Context: an optimization exercise on an open-source flow, tuned for small area and a short achievable clock period. The choices shown serve that exercise and are no tape-out recipe.
Where RTL was checked, it was by simulation tests only, not by an equivalence proof against the original.
No functional check of the RTL was part of run 2.
Power figures rest on the tool's default switching activity, not on a simulated workload.

## flow/design.v (module list and top-level ports; edited modules follow where they fit)
// module fdiv_mul: 1282 lines
module fdiv_mul #(
   parameter int unsigned FINV_LAT = 3
) (
   input  logic        clk,
   input  logic        rst,
   input  logic        in_valid,
   input  logic [31:0] x,
   input  logic [31:0] y,
   input  logic [31:0] y_inv,
   output logic        out_valid,
   output logic [31:0] q,
   output logic        dbz
);
  // ...
==> flow/flow/run.sh <==
#!/bin/bash
# The standard layout (standard.sh, with its unchanged synthesis), plus:
#  - flow/outbuf.tcl (PRE_RESIZE hook): sizes the output-port buffers up.
#  - flow/fapol.py: after synthesis, choose each full adder's polarity to drop
#    the inverters Yosys leaves between adders (registers untouched).
# The SDC (clock period, I/O delays, loads) is not touched.
set -euo pipefail
cat flow/settings.mk >> config.mk
echo "export PRE_RESIZE_TCL = $PWD/flow/outbuf.tcl" >> config.mk
bash standard.sh synth > synth.log 2>&1
R=orfs/results/sky130hd/fdiv_mul/base
cp $R/1_2_yosys.v $R/1_2_yosys.orig.v
python3 flow/fapol.py $R/1_2_yosys.orig.v $R/1_2_yosys.v > fapol.log 2>&1
rm -f $R/1_synth.odb $R/1_synth.sdc
bash standard.sh > standard.log 2>&1
==> flow/flow/fapol.py <==
#!/usr/bin/env python3
"""Full-adder polarity pass on a Yosys gate-level netlist (sky130hd cells).

A full adder is self-dual: FA(~a, ~b, ~c) = (~cout, ~sum). Yosys's adder
extraction often leaves an inverter on each adder-to-adder connection. This
pass picks, for each fa_* cell, whether to flip it (feed it the complements of
its inputs; its outputs then carry the complements) so that the number of
inverters needed is smallest, then rewires the netlist with at most one
inverter per signal and polarity. Registers, ports and every other cell are
kept as they are; the logic function at every register and port is unchanged.

usage: fapol.py IN.v OUT.v
"""
import re
import sys
from collections import defaultdict

src = open(sys.argv[1]).read()
m = re.search(r"^(.*?\);\n)(.*?)(^\s*sky130_fd_sc_hd__.*)(endmodule\s*)$", src, re.S | re.M)
head_ports, decls, body, tail = m.group(1), m.group(2), m.group(3), m.group(4)

inst_re = re.compile(r"^\s*(sky130_fd_sc_hd__\w+)\s+(\\\S+ |\S+)\s*\((.*?)\);\s*$", re.S | re.M)
pin_re = re.compile(r"\.(\w+)\(\s*(.*?)\s*\)(?=\s*,|\s*$)", re.S)
cells = {}
order = []
for im in inst_re.finditer(body):
    typ, name, pins = im.group(1), im.group(2), im.group(3)
    pd = {}
    for pm in pin_re.finditer(pins):
        pd[pm.group(1)] = pm.group(2).strip()
    cells[name] = [typ, pd]
    order.append(name)
# every instance must have been parsed
assert len(order) == body.count("sky130_fd_sc_hd__"), "netlist parse mismatch"

OUTS = {"Y", "X", "Q", "Q_N", "SUM", "COUT", "HI", "LO"}
is_inv = lambda t: re.search(r"__(inv|clkinv|clkinvlp)_\d+$", t) is not None
is_fa = lambda t: re.search(r"__fa_\d+$", t) is not None

ports = set()
for pm in re.finditer(r"^\s*(input|output|inout)\s+(\[\d+:\d+\]\s+)?(\S+);", head_ports + decls, re.M):
    ports.add(pm.group(3))


def base(net):
    return re.sub(r"\[\d+\]$", "", net.strip())


def is_port(net):
    return base(net) in ports or net.startswith("1'b")


driver = {}
loads = defaultdict(list)
for n in order:
    typ, pd = cells[n]
    for p, net in pd.items():
        if p in OUTS:
            driver[net] = (n, p)
        else:
            loads[net].append((n, p))

# classes: follow inverters back to a root net
root = {}


def find(net):
    if net in root:
        return root[net]
    d = driver.get(net)
    if d and is_inv(cells[d[0]][0]):
        r, par = find(cells[d[0]][1]["A"])
        root[net] = (r, par ^ 1)
    else:
        root[net] = (net, 0)
    return root[net]


allnets = set(driver) | set(loads)
members = defaultdict(list)
for net in allnets:
    r, par = find(net)
    members[r].append((net, par))

frozen = set()
for r, ms in members.items():
    if any(is_port(net) for net, _ in ms) or r not in driver:
        frozen.add(r)

fas = [n for n in order if is_fa(cells[n][0])]
flip = {f: False for f in fas}


def class_loads(r):
    """(cell, pin, parity needed) for every non-inverter load in the class."""
    out = []
    for net, par in members[r]:
        for (c, p) in loads[net]:
            if is_inv(cells[c][0]):
                continue
            out.append((c, p, par))
    return out


cl_cache = {r: class_loads(r) for r in members}


def cost(r):
    dcell, dpin = driver[r]
    dp = 1 if (dcell in flip and flip[dcell]) else 0
    for c, p, par in cl_cache[r]:
        need = par ^ (1 if (c in flip and flip[c]) else 0)
        if need != dp:
            return 1
    return 0


def touched(f):
    pd = cells[f][1]
    rs = set()
    for p in ("A", "B", "CIN", "SUM", "COUT"):
        rs.add(find(pd[p])[0])
    return rs


orig_inv = sum(1 for n in order if is_inv(cells[n][0]))
okfa = [f for f in fas if not (touched(f) & frozen)]
# simulated annealing over the flips, from a fixed seed (deterministic)
import math
import random
rng = random.Random(1)
tc = {f: touched(f) for f in okfa}
total = sum(cost(r) for r in members if r not in frozen and r in driver)
best = total
best_flip = dict(flip)
N = 200000
passes = N
for it in range(N):
    temp = 2.0 * (1 - it / N) + 0.01
    f = okfa[rng.randrange(len(okfa))]
    rs = tc[f]
    before = sum(cost(r) for r in rs)
    flip[f] = not flip[f]
    d = sum(cost(r) for r in rs) - before
    if d <= 0 or rng.random() < math.exp(-d / temp):
        total += d
        if total < best:
            best = total
            best_flip = dict(flip)
    else:
        flip[f] = not flip[f]
flip = best_flip
nflip = sum(flip.values())
# rebuild every class touched by a flipped adder
dirty = set()
for f in fas:
    if flip[f]:
        dirty |= touched(f)
new_wires = []
removed = set()
ninv_new = [0]
for r in dirty:
    assert r not in frozen
    dcell, dpin = driver[r]
    dp = 1 if (dcell in flip and flip[dcell]) else 0
    invs = []
    for net, par in members[r]:
        d = driver.get(net)
        if d and is_inv(cells[d[0]][0]):
            invs.append(d[0])
    need_other = False
    for c, p, par in cl_cache[r]:
        need = par ^ (1 if (c in flip and flip[c]) else 0)
        if need != dp:
            need_other = True
    inv_net = None
    if need_other:
        if invs:
            keep = invs[0]
            inv_net = cells[keep][1]["Y"]
            cells[keep][1]["A"] = r
            invs = invs[1:]
        else:
            ninv_new[0] += 1
            keep = f"_fapol_inv{ninv_new[0]}_"
            inv_net = f"_fapol_n{ninv_new[0]}_"
            new_wires.append(inv_net)
            cells[keep] = ["sky130_fd_sc_hd__inv_1", {"A": r, "Y": inv_net}]
            order.append(keep)
    for c in invs:
        removed.add(c)
    for c, p, par in cl_cache[r]:
        need = par ^ (1 if (c in flip and flip[c]) else 0)
        cells[c][1][p] = r if need == dp else inv_net

out_inv = sum(1 for n in order if is_inv(cells[n][0]) and n not in removed)
sys.stderr.write(f"fapol: {len(fas)} adders, {nflip} flipped in {passes} passes, inverters {orig_inv} -> {out_inv}\n")

lines = [head_ports, decls]
for w in new_wires:
    lines.append(f"  wire {w};\n")
for n in order:
    if n in removed:
        continue
    typ, pd = cells[n]
    pins = ",\n".join(f"    .{p}({net + ' ' if net.startswith(chr(92)) else net})" for p, net in pd.items())
    lines.append(f"  {typ} {n} (\n{pins}\n  );\n")
lines.append(tail)
open(sys.argv[2], "w").write("".join(lines))
==> flow/flow/outbuf.tcl <==
# Size each output port's buffer up (the output paths set the period here).
set block [ord::get_db_block]
foreach bterm [$block getBTerms] {
  if {[$bterm getIoType] != "OUTPUT"} { continue }
  set net [$bterm getNet]
  foreach iterm [$net getITerms] {
    if {![$iterm isOutputSignal]} { continue }
    set inst [$iterm getInst]
    if {[string match "sky130_fd_sc_hd__buf_*" [[$inst getMaster] getName]]} {
      replace_cell [$inst getName] sky130_fd_sc_hd__buf_6
    }
  }
}
==> flow/flow/settings.mk <==
export SETUP_SLACK_MARGIN = 6.15
export CTS_ARGS = -sink_clustering_enable -repair_clock_nets -dont_use_dummy_load -root_buf sky130_fd_sc_hd__clkbuf_16 -buf_list sky130_fd_sc_hd__clkbuf_8
export BUFFER_PORTS_ARGS = -buffer_cell sky130_fd_sc_hd__buf_1
==> flow/standard.sh <==
#!/bin/bash
# synth_recipe.tcl (not shown) runs the flow's synth.tcl, then flattens the netlist and writes it again
# the make line also repeats each setting of config.mk as NAME=value (left out here)
make -C /OpenROAD-flow-scripts/flow DESIGN_CONFIG=/design/flow/config.mk WORK_HOME=/design/flow/orfs CLKGATE_MAP_FILE= SYNTH_SCRIPT=/design/flow/synth_recipe.tcl "${@:-finish}"
==> flow/config.mk <==
export PLATFORM = sky130hd
export DESIGN_NAME = fdiv_mul
export DESIGN_NICKNAME = fdiv_mul
export VERILOG_FILES = /design/flow/design.v
export SDC_FILE = /design/flow/constraint.sdc
export NUM_CORES = 4
export LEC_CHECK = 0
export CAP_MARGIN = 20
export CORE_MARGIN = 2
export CORE_UTILIZATION = 40
export SLEW_MARGIN = 20
export SETUP_SLACK_MARGIN = 6.15
export CTS_ARGS = -sink_clustering_enable -repair_clock_nets -dont_use_dummy_load -root_buf sky130_fd_sc_hd__clkbuf_16 -buf_list sky130_fd_sc_hd__clkbuf_8
export BUFFER_PORTS_ARGS = -buffer_cell sky130_fd_sc_hd__buf_1
export PRE_RESIZE_TCL = /design/flow/flow/outbuf.tcl
==> flow/constraint.sdc <==
create_clock -name core_clock -period 9.0 [get_ports {clk}]
set_input_delay 1.8000 -clock core_clock [delete_from_list [all_inputs] [get_ports {clk}]]
set_output_delay 1.8000 -clock core_clock [all_outputs]
set_load 0.01 [all_outputs]
==> metrics.md, run 1 <==
| Metric | Value |
|---|---|
| Status | `complete, no violations` |
| Cell class ranked first by area | `multi-input gates` |
| M1 GR Usage | `0.244` |
| Final ANT Viol Nets | `0` |
| First-pass GRT wire length | `94300 µm` |
| Clock Power Share | `0.186` |
| Clk buf depth | `3` |
| # fillers | `5413` |
| WP data required | `9.44 ns` |
| Cell Rows | `89` |
| Critical Path Start Type | `flop` |
| Buffer and inverter count on the worst path | `3` |
| DP HPWL | `39200 µm` |
| Maximum vdd drop | `0.000178 V` |
| Worst path cell trace | `buf_6 > inv_4 > xnor2_1 > fa_1 > fa_1 > fa_1 > inv_1` |
| Max Slew Vio Count | `0` |
| Util after Layout | `0.454` |
| Final Power | `8.71 mW` |
| Power per standard cell area | `325 mW/mm²` |
| Sequential cell count | `478` |
| Syn Area/Cell | `11.6 µm²` |
| Fraction of standard cell area that is sequential | `0.360` |
| Combinational Power | `3.88 mW` |
| Flip-flop count of the largest register after layout | `137` |
| Synthesis-to-finish area growth | `12.5%` |
==> run 2, diff against run 1 <==
--- a/flow/design.v
+++ b/flow/design.v
@@ -12,35 +12,30 @@
    output logic        dbz
 );
    logic [7:0] vld;
    always_ff @(posedge clk) begin
       if (rst) vld <= '0;
       else     vld <= {vld[6:0], in_valid};
    end
    assign out_valid = vld[7];
-   logic [31:0] d0x;
-   logic        d0yz, d0yi, d0ys;
-   always_ff @(posedge clk) begin
-      d0x  <= x;
-      d0yz <= (y[30:23] == 8'h00);
-      d0yi <= (y[30:23] == 8'hFF);
-      d0ys <= y[31];
-   end
-   wire xi = (d0x[30:23] == 8'hFF);
-   wire xz = (d0x[30:23] == 8'h00);
-   wire sp = d0yz | d0yi | xi | xz;
+   wire yz = (y[30:23] == 8'h00);
+   wire yi = (y[30:23] == 8'hFF);
+   wire xi = (x[30:23] == 8'hFF);
+   wire xz = (x[30:23] == 8'h00);
+   wire sp = yz | yi | xi | xz;
    wire [31:0] rec;
-   assign rec[31]    = sp ? (d0x[31] ^ d0ys) : d0x[31];
-   assign rec[30:23] = d0yz ? 8'hFF : (d0yi ? 8'h00 : d0x[30:23]);
-   assign rec[22:1]  = d0x[22:1];
-   assign rec[0]     = d0yz | (~sp & d0x[0]);
-   logic [31:0] d1, d2, d3, d4;
+   assign rec[31]    = sp ? (x[31] ^ y[31]) : x[31];
+   assign rec[30:23] = yz ? 8'hFF : (yi ? 8'h00 : x[30:23]);
+   assign rec[22:1]  = x[22:1];
+   assign rec[0]     = yz | (~sp & x[0]);
+   logic [31:0] d0, d1, d2, d3, d4;
    always_ff @(posedge clk) begin
-      d1 <= rec;
+      d0 <= rec;
+      d1 <= d0;
       d2 <= d1;
       d3 <= d2;
       d4 <= d3;
    end
    wire [24:0] bb = {1'b1, y_inv[22:0], 1'b0};
    logic [10:0] bneg;
    logic [11:0] bone, btwo;
    logic [7:0]  ve;
==> flow/flow/settings.mk (replaced) <==
export SETUP_SLACK_MARGIN = 6.15
export CTS_ARGS = -sink_clustering_enable -repair_clock_nets -dont_use_dummy_load
export BUFFER_PORTS_ARGS = -buffer_cell sky130_fd_sc_hd__buf_1
==> flow/config.mk (replaced) <==
export PLATFORM = sky130hd
export DESIGN_NAME = fdiv_mul
export DESIGN_NICKNAME = fdiv_mul
export VERILOG_FILES = /design/flow/design.v
export SDC_FILE = /design/flow/constraint.sdc
export NUM_CORES = 4
export LEC_CHECK = 0
export CAP_MARGIN = 20
export CORE_MARGIN = 2
export CORE_UTILIZATION = 40
export SLEW_MARGIN = 20
export SETUP_SLACK_MARGIN = 6.15
export CTS_ARGS = -sink_clustering_enable -repair_clock_nets -dont_use_dummy_load
export BUFFER_PORTS_ARGS = -buffer_cell sky130_fd_sc_hd__buf_1
export PRE_RESIZE_TCL = /design/flow/flow/outbuf.tcl
==> metrics.md, run 2 <==
| Metric | Value |
|---|---|
| Status | `complete, no violations (unchanged)` |
| Maximum vdd drop | `0.000202 V (was 0.000178 V)` |
| GR Util All Layers | `0.200 (was 0.201)` |
| Final Cycle Share | `0.318 (was 0.317)` |
| Ant diodes | `0 (was 1)` |
| Initial Utilization | `0.405 (was 0.404)` |
| Largest registers | `t1_q: 137 flops, t2_q: 65 flops (unchanged)` |
| Crit Reg-Reg Startpoint | `bneg[3] (was bneg[8])` |
| CP Max Fanout | `1 (was 18)` |
| Htree depth | `2 (was 3)` |
| Die area | `0.0617 mm² (was 0.0614 mm²)` |
| Final ANT Viol Nets | `0 (unchanged)` |
| First-pass GRT wire length | `96500 µm (was 94300 µm)` |
| Hold Path Stages | `0 (unchanged)` |
| Buffer and inverter count on the worst path | `1 (was 3)` |
| Initial antenna violation count | `0 (unchanged)` |
| DRC violations left | `0 (unchanged)` |
| Min-Delay Endpoint | `d3[25] (was d3[28])` |
| Synth Cell Area | `0.0239 mm² (was 0.0238 mm²)` |
| Synthesis warning total | `1 (unchanged)` |
| Worst R2R Setup Slack | `6.20 ns (was 6.15 ns)` |
| Synthesized Nets | `2496 (was 2488)` |
| Via-to-Cell Ratio | `5.42 (was 5.36)` |
| Setup crit end kind | `primary output (was flop)` |
| Clk buf depth | `3 (unchanged)` |
| Syn Area/Cell | `11.6 µm² (about the same)` |
| Met3 usage | `0.0546 (was 0.0662)` |
| Worst path cell trace | `buf_6 (was buf_6 > inv_4 > xnor2_1 > fa_1 > fa_1 > fa_1 > inv_1)` |
| Max incr delay on CP | `0.35 ns (was 0.65 ns)` |
| Cell Rows | `89 (unchanged)` |
| Num Clock Sinks | `475 (was 478)` |
| Final hold violations | `0 (unchanged)` |
| Internal power | `5.58 mW (was 5.50 mW)` |
| Total gr overflow | `0 (unchanged)` |
| GPL Wtd Cong | `0.889 (was 0.852)` |
| # fillers | `5455 (was 5413)` |
| Critical path's top delay family | `flip-flops (was adder cells)` |
| DRT Pass-1 Iters | `6 (unchanged)` |
| WL final | `62200 µm (was 60100 µm)` |
| Number of global-route vias before repair | `16.9k (was 17.0k)` |
| Max Cap Violations | `0 (unchanged)` |
| M1 GR Usage | `0.256 (was 0.244)` |
| Power per standard cell area | `327 mW/mm² (was 325 mW/mm²)` |
| Vert. Die Dim | `248 µm (about the same)` |
| Setup Total Neg Slack | `0 ns (unchanged)` |
| Synthesis-to-finish area growth | `12.6% (was 12.5%)` |
| Finish-stage setup viols | `0 (unchanged)` |
| CTS tree | `done (unchanged)` |
| Clock Skew | `0.0597 ns (was 0.0400 ns)` |
| Reg power frac | `0.363 (was 0.368)` |
| CTS clock-pin slew for the worst setup and hold paths | `0.06 ns (about the same)` |
| Root Buffer Master | `clkbuf_16 (unchanged)` |
| CP max-delay cell | `dfxtp_2 (was fa_1)` |
| Sw frac | `0.366 (was 0.369)` |
| Largest net degree at the start of global routing | `27 (unchanged)` |
| Flip-flop count of the largest register after layout | `137 (unchanged)` |
| DR WL/cell | `21.4 µm (was 20.6 µm)` |
| Critical Path Start Type | `flop (unchanged)` |
| Critical R2R Capture | `t1_q[35] (was t1_q[56])` |
| WP data required | `7.20 ns (was 9.44 ns)` |
| Reg2reg path depth | `7 (unchanged)` |
| Hold Startpoint | `d2[25] (was d2[28])` |
| Clock Latency Late Sink | `0.60 ns (was 0.57 ns)` |
| Met2 GRT Util | `0.316 (was 0.320)` |
| Combinational power share | `0.445 (was 0.446)` |
| Share of cells above drive strength 1 | `0.101 (was 0.105)` |
| Rel. slew slack | `0.521 (was 0.658)` |
| Nets@finish | `2573 (was 2587)` |
| Min Tclk post-route | `2.86 ns (was 2.85 ns)` |
| I/O Buffers | `109 (unchanged)` |
| Most frequent cells in the layout | `439 x dfxtp_1, 270 x xnor2_1, 268 x fa_1, 247 x a22oi_1, 183 x inv_1 (was 454 x dfxtp_1, 273 x xnor2_1, 268 x fa_1, 249 x a22oi_1, 181 x inv_1)` |
| Lkg Pwr | `10.8 nW (was 10.7 nW)` |
| WHS | `0.314 ns (was 0.291 ns)` |
| Setup CP Type | `flop to primary output (was flop to flop)` |
| Maximum clock rate | `349 MHz (was 351 MHz)` |
| Commonest non-fill, non-tap cell in the layout | `dfxtp_1 (unchanged)` |
| Largest Register | `t1_q (unchanged)` |
| Via Count | `15.7k (about the same)` |
| DP HPWL | `39700 µm (was 39200 µm)` |
| Busiest grt layer | `met2 (unchanged)` |
| Hold Crit Class | `flop to flop (unchanged)` |
| Die Width | `248 µm (about the same)` |
| First DRT Iteration DRCs | `1252 (was 1214)` |
| Clock Power Share | `0.193 (was 0.186)` |
| Max Slew Vio Count | `0 (unchanged)` |
| Mapped Cells | `2060 (was 2052)` |
| Crit path DAT | `1.06 ns (was 3.29 ns)` |
| CTS Buf Count | `50 (was 80)` |
| I/O pin count | `133 (unchanged)` |
| RSZ-0062 raised after global routing | `yes (unchanged)` |
| Core area | `0.0590 mm² (was 0.0589 mm²)` |
| Switch Pwr | `3.22 mW (was 3.21 mW)` |
| Worst Tran Pin Value | `0.713 ns (was 0.509 ns)` |
==> run 2: area by class of cell <==
cell class	count	area, µm²	share of cell area
clock buffers	50	1250	0.0465
inverters	191	744	0.0277
multi-input cells	1250	13200	0.489
flip-flops and latches	475	9570	0.356
well taps	773	967	0.0359
repair buffers	169	1220	0.0455
==> run 2: repair_timing <==
item | in CTS | in global routing
hold buffers | 0 | 0
cloned | 0 | 1
endpoints found under the setup margin | 147 | 62
resized for setup | 43 | 44
buffers inserted | 1 | 4
hold endpoints to repair | 0 | 0
pin swaps | 0 | 1
==> run 2: through the flow <==
| stage | cell area, µm² | power (mW) | util | std cells | setup WS [ns] |
|---|---|---|---|---|---|
| 4_1_cts | 26700 | 8.89 | 0.453 | 2903 | 6.09 |
| 2_1_floorplan | 23900 | 5.72 | - | 2060 | 6.08 |
| 6_report | 26900 | 8.80 | 0.456 | 2908 | 6.14 |
| 5_1_grt | 26900 | 9.63 | 0.456 | 2908 | 6.09 |
| 3_3_place_gp | 25100 | 6.88 | 0.426 | 2852 | 5.41 |
| 3_5_place_dp | 25400 | 7.12 | 0.430 | 2852 | 5.40 |
==> run 2: how the worst max path moves through the flow <==
stage | startpoint | end | slack (ns) | cells past startpoint
finish | q[3] | q[3] | 6.14 | 1
global route | q[3] | q[3] | 6.09 | 1
CTS | q[3] | q[3] | 6.09 | 1
detailed placement | bneg[7] | t1_q[69] | 5.40 | 6
global placement | bneg[7] | t1_q[69] | 5.41 | 6
floorplan | y[27] | d0[31] | 6.08 | 4
==> run 2: metal layers <==
metal  vias to the layer above  part of all wire
met5                         -                 0
met3                       187              0.10
met1                      7756              0.41
li1                       6976                 -
met2                       828              0.44
met4                         0             0.044
==> run 2: power groups by stage <==
stage	clock (mW)	sequential [mW]	combinational, mW
final	1.70	3.19	3.91
after global routing	1.84	3.26	4.53
after CTS	1.76	3.19	3.93
after detailed placement	0	3.23	3.89
after global placement	0	3.19	3.69
after floorplan	0	3.15	2.57

-- afterwards: timing with drivers on the ports --
Ports are ideal in the flow. The routed layouts listed here were re-timed in OpenROAD.
Step 1 (the two cells are an assumption about what drives the block):
set clk [get_ports {clk}]
set_driving_cell -lib_cell sky130_fd_sc_hd__clkbuf_16 $clk
set_driving_cell -lib_cell sky130_fd_sc_hd__buf_2 [delete_from_list [all_inputs] $clk]
Step 2 adds t to the input delays and takes it off the output delays; t is the mean of the earliest and latest rising clock arrival at the registers after step 1. Input paths then give back, and output paths get back, about the clock's delay inside the block.
a / b / c = ideal / step 1 / step 2; a / b = the first two.
run	t, ns	setup slack, ns	latest minus earliest clock arrival (ns)	pins driven straight from the clock port
run 1	0.610	6.151 / 6.132 / 6.151	0.041 / 0.042	1
run 2	0.633	6.136 / 6.077 / 5.830	0.061 / 0.061	1
After both steps setup and hold are still met in every run listed. The setup slack of run 2, which loses most, moves by -0.059 ns with the drivers and by -0.306 ns with both steps.
